Context: an optimization exercise on an open-source flow, tuned for small area. The choices shown serve that exercise and are no tape-out recipe.
In this exercise RTL edits were held to simulation tests only and were not proved equivalent to the original.
No driver is modelled on the clock port, so clocking that relies on it looks cheaper here than on a real chip.
Power and IR drop assume default switching activity.

Design motionIoTop, start of the top module:
module motionIoTop (
	input  logic                  OSC_FPGA,
	input  logic                  arstN_i,
	input  logic                  psel_i,
	input  logic                  penable_i,
	input  logic                  pwrite_i,
	input  robotRegPkg::apbAddr_t paddr_i,
	input  robotRegPkg::regWord_t pwdata_i,
	output robotRegPkg::regWord_t prdata_o,
	output logic                  pready_o,
	output logic                  pslverr_o,
	input  logic                  rcLeftElev_i,
	input  logic                  rcRightAile_i,
	input  logic                  rcPanRudd_i,
	input  logic                  rcTiltThro_i,
	input  logic                  encLeftA_i,
	input  logic                  encLeftB_i,
	input  logic                  encRightA_i,
	input  logic                  encRightB_i,
	output logic                  motorLeft_o,
	output logic                  motorRight_o,
	output logic                  camPan_o,
	output logic                  camTilt_o,
	output logic                  alarm_o
);
	robotCfgPkg::percent_t leftSpeed;
	robotCfgPkg::percent_t rightSpeed;
	robotCfgPkg::percent_t panPos;
	robotCfgPkg::percent_t tiltPos;
	robotCfgPkg::encCount_t encLeftCount;
	robotCfgPkg::encCount_t encRightCount;
	logic motorSel;
	logic camSel;
	logic frameEarly;
	logic frameWindow;
	logic [7:0] framePos;
	logic frameLoad;
	hostRegs regs (
		.OSC_FPGA     (OSC_FPGA),
		.arstN_i      (arstN_i),
		.psel_i       (psel_i),
		.penable_i    (penable_i),
		.pwrite_i     (pwrite_i),
		.paddr_i      (paddr_i),
		.pwdata_i     (pwdata_i),
  ...
Size: roughly 610 cells after synthesis, ~92 I/O pins, ~7600 µm² of cells after synthesis.
export LEC_CHECK = 0
export CAP_MARGIN = 20
export CORE_MARGIN = 2
export CORE_UTILIZATION = 70
export SLEW_MARGIN = 20
create_clock -name core_clock -period 10.0 [get_ports {OSC_FPGA}]
standard.sh (not shown) runs the stock make flow with config.mk's settings and CLKGATE_MAP_FILE= SYNTH_SCRIPT=/design/flow/synth_recipe.tcl, a recipe that flattens the netlist after the stock synthesis.
==> flow/flow/run.sh <==
#!/bin/bash
# The standard ORFS layout (standard.sh), with these changes:
#  - ABC maps for area: the stock script sizes every path for a 10 ps target
#  - the two-bit counter slices (cntPair) are mapped on their own, then
#    flattened like the rest
#  - port buffers use the smallest buffer cell
#  - the clock tree uses clkbuf_8 and no dummy loads, then each of its
#    buffers that can drive its flip-flops well enough becomes a clkbuf_4
set -euo pipefail
W=$(pwd)
rm -rf "$W/scripts_own"
cp -r "$FLOW_HOME/scripts" "$W/scripts_own"
cp "$W/flow/abc_map.script" "$W/scripts_own/abc_speed.script"
# after the clock tree is built, shrink the buffers that can be shrunk
sed -i "s|^log_cmd clock_tree_synthesis {\*}\$cts_args\$|&\nsource $W/flow/shrink_clk.tcl|" "$W/scripts_own/cts.tcl"
grep -q "shrink_clk.tcl" "$W/scripts_own/cts.tcl"
bash "$W/standard.sh" SCRIPTS_DIR="$W/scripts_own" \
	SYNTH_KEEP_MODULES=cntPair \
	BUFFER_PORTS_ARGS="-buffer_cell sky130_fd_sc_hd__buf_1" \
	CTS_ARGS="$(cat "$W/flow/cts_args.txt")" \
	finish > "$W/make_finish.log" 2>&1
==> flow/flow/abc_map.script <==
strash
&get -n
&fraig -x
&put
scorr
dc2
strash
&get -n
&dch -f
&nf -R 1000 -p
&put
==> flow/flow/cts_args.txt <==
-sink_clustering_enable -repair_clock_nets -dont_use_dummy_load -buf_list sky130_fd_sc_hd__clkbuf_8
==> flow/flow/shrink_clk.tcl <==
# After TritonCTS: swap each clock buffer for a smaller one when every
# flip-flop clock pin keeps its estimated slew under the limit (in ns).
proc shrink_clock_buffers { small limit } {
  set block [ord::get_db_block]
  set n 0
  foreach inst [$block getInsts] {
    set name [$inst getName]
    if { ![string match clkbuf_* $name] } { continue }
    set old [[$inst getMaster] getName]
    if { $old eq $small } { continue }
    replace_cell $name $small
    estimate_parasitics -placement
    set worst 0
    foreach pin [get_pins -hierarchical */CLK] {
      set s [get_property $pin slew_max]
      if { $s > $worst } { set worst $s }
    }
    if { $worst > $limit } {
      replace_cell $name $old
      estimate_parasitics -placement
    } else {
      incr n
    }
  }
  puts "shrink_clock_buffers: $n clock buffers now $small"
}
set_propagated_clock [all_clocks]
estimate_parasitics -placement
shrink_clock_buffers sky130_fd_sc_hd__clkbuf_4 0.095
The starting point passed the timing, DRC and antenna checks.
Rerun with:
--- a/flow/flow/run.sh
+++ b/flow/flow/run.sh
@@ -5,0 +6,2 @@
+#  - the muxes that feed flip-flop enables get a shared inverted select,
+#    so ABC can use AND-OR cells for them
@@ -16,0 +19,3 @@
+# before ABC, split the flip-flop enable muxes (ffmux_split.tcl)
+sed -i "s|^  log_cmd abc {\*}\$abc_args\$|  source $W/flow/ffmux_split.tcl\n&|" "$W/scripts_own/synth.tcl"
+grep -q "ffmux_split.tcl" "$W/scripts_own/synth.tcl"
==> flow/flow/ffmux_split.tcl (new file) <==
# Sourced by synth.tcl just before ABC maps the logic. The enable of each
# flip-flop reaches its D pin as a mux; give each such mux an explicit
# inverted select, one inverter per select after merging, so that ABC can
# build the hold path from AND-OR cells that share it.
set ffmux_map [file join [file dirname [info script]] mux_split.v]
select -set ffmux {t:sky130_fd_sc_hd__df*} {%ci2:+[D,Y]} {t:$_MUX_} %i
if { [llength [tee -q -s result.string select -list @ffmux]] > 0 } {
  techmap -map $ffmux_map @ffmux
  techmap
  opt_merge -share_all
}
select -clear
==> flow/flow/mux_split.v (new file) <==
module \$_MUX_ (A, B, S, Y);
	input A, B, S;
	output Y;
	wire SN;
	sky130_fd_sc_hd__inv_1 _TECHMAP_REPLACE_.sel_inv (.A(S), .Y(SN));
	assign Y = (S & B) | (SN & A);
endmodule
--- a/flow/flow/shrink_clk.tcl
+++ b/flow/flow/shrink_clk.tcl
@@ -29 +29 @@
-shrink_clock_buffers sky130_fd_sc_hd__clkbuf_4 0.095
+shrink_clock_buffers sky130_fd_sc_hd__clkbuf_4 0.100
--- a/flow/config.mk
+++ b/flow/config.mk
@@ -10 +10 @@
-export CORE_UTILIZATION = 70
+export CORE_UTILIZATION = 88
- With this change the flow never finished: it broke off in global placement, error GPL-0301
- synthesized cell count went down slightly
- synthesized area went down slightly
Rerun with:
--- a/flow/flow/shrink_clk.tcl
+++ b/flow/flow/shrink_clk.tcl
@@ -29 +29 @@
-shrink_clock_buffers sky130_fd_sc_hd__clkbuf_4 0.100
+shrink_clock_buffers sky130_fd_sc_hd__clkbuf_4 0.112
--- a/flow/config.mk
+++ b/flow/config.mk
@@ -10 +10 @@
-export CORE_UTILIZATION = 88
+export CORE_UTILIZATION = 70
What happened: The changed run ran to the end with no violations. Synthesized area is unchanged. Synthesized cell count does not change.
Rerun with:
--- a/flow/flow/shrink_clk.tcl
+++ b/flow/flow/shrink_clk.tcl
@@ -29 +29 @@
-shrink_clock_buffers sky130_fd_sc_hd__clkbuf_4 0.112
+shrink_clock_buffers sky130_fd_sc_hd__clkbuf_4 0.100
Result: The changed run finished with timing, DRC and antenna clean. Non-clock buffer count stays the same. Clock skew drops by 0.014 ns. Total power climbs by 3.3%.

==> port drivers added, routing unchanged <==
In the flow no input, the clock included, has a driving cell. The finished layouts below were timed again as built, in two steps.
Step 1 assumes that a clkbuf_16 drives the clock port and a buf_2 every other input.
Step 2 also shifts input and output timing later by t, the mid clock arrival at the registers, as if the neighbouring blocks saw the same clock.
Slacks: no drivers / after step 1 / after step 2; pairs: no drivers / after step 1.
| run | t (ns) | slack for setup (ns) | worst hold slack (ns) | latest minus earliest clock arrival (ns) | cell pins on the clock port's net |
|---|---|---|---|---|---|
| the first run | 0.615 | 3.615 / 3.615 / 3.615 | 0.356 / 0.356 / 0.356 | 0.030 / 0.031 | 1 |
| the third run | 0.559 | 3.920 / 3.920 / 3.920 | 0.336 / 0.336 / 0.336 | 0.047 / 0.046 | 1 |
| the fourth run | 0.593 | 3.863 / 3.863 / 3.863 | 0.334 / 0.334 / 0.334 | 0.036 / 0.036 | 1 |
After both steps setup and hold are still met in every run listed.
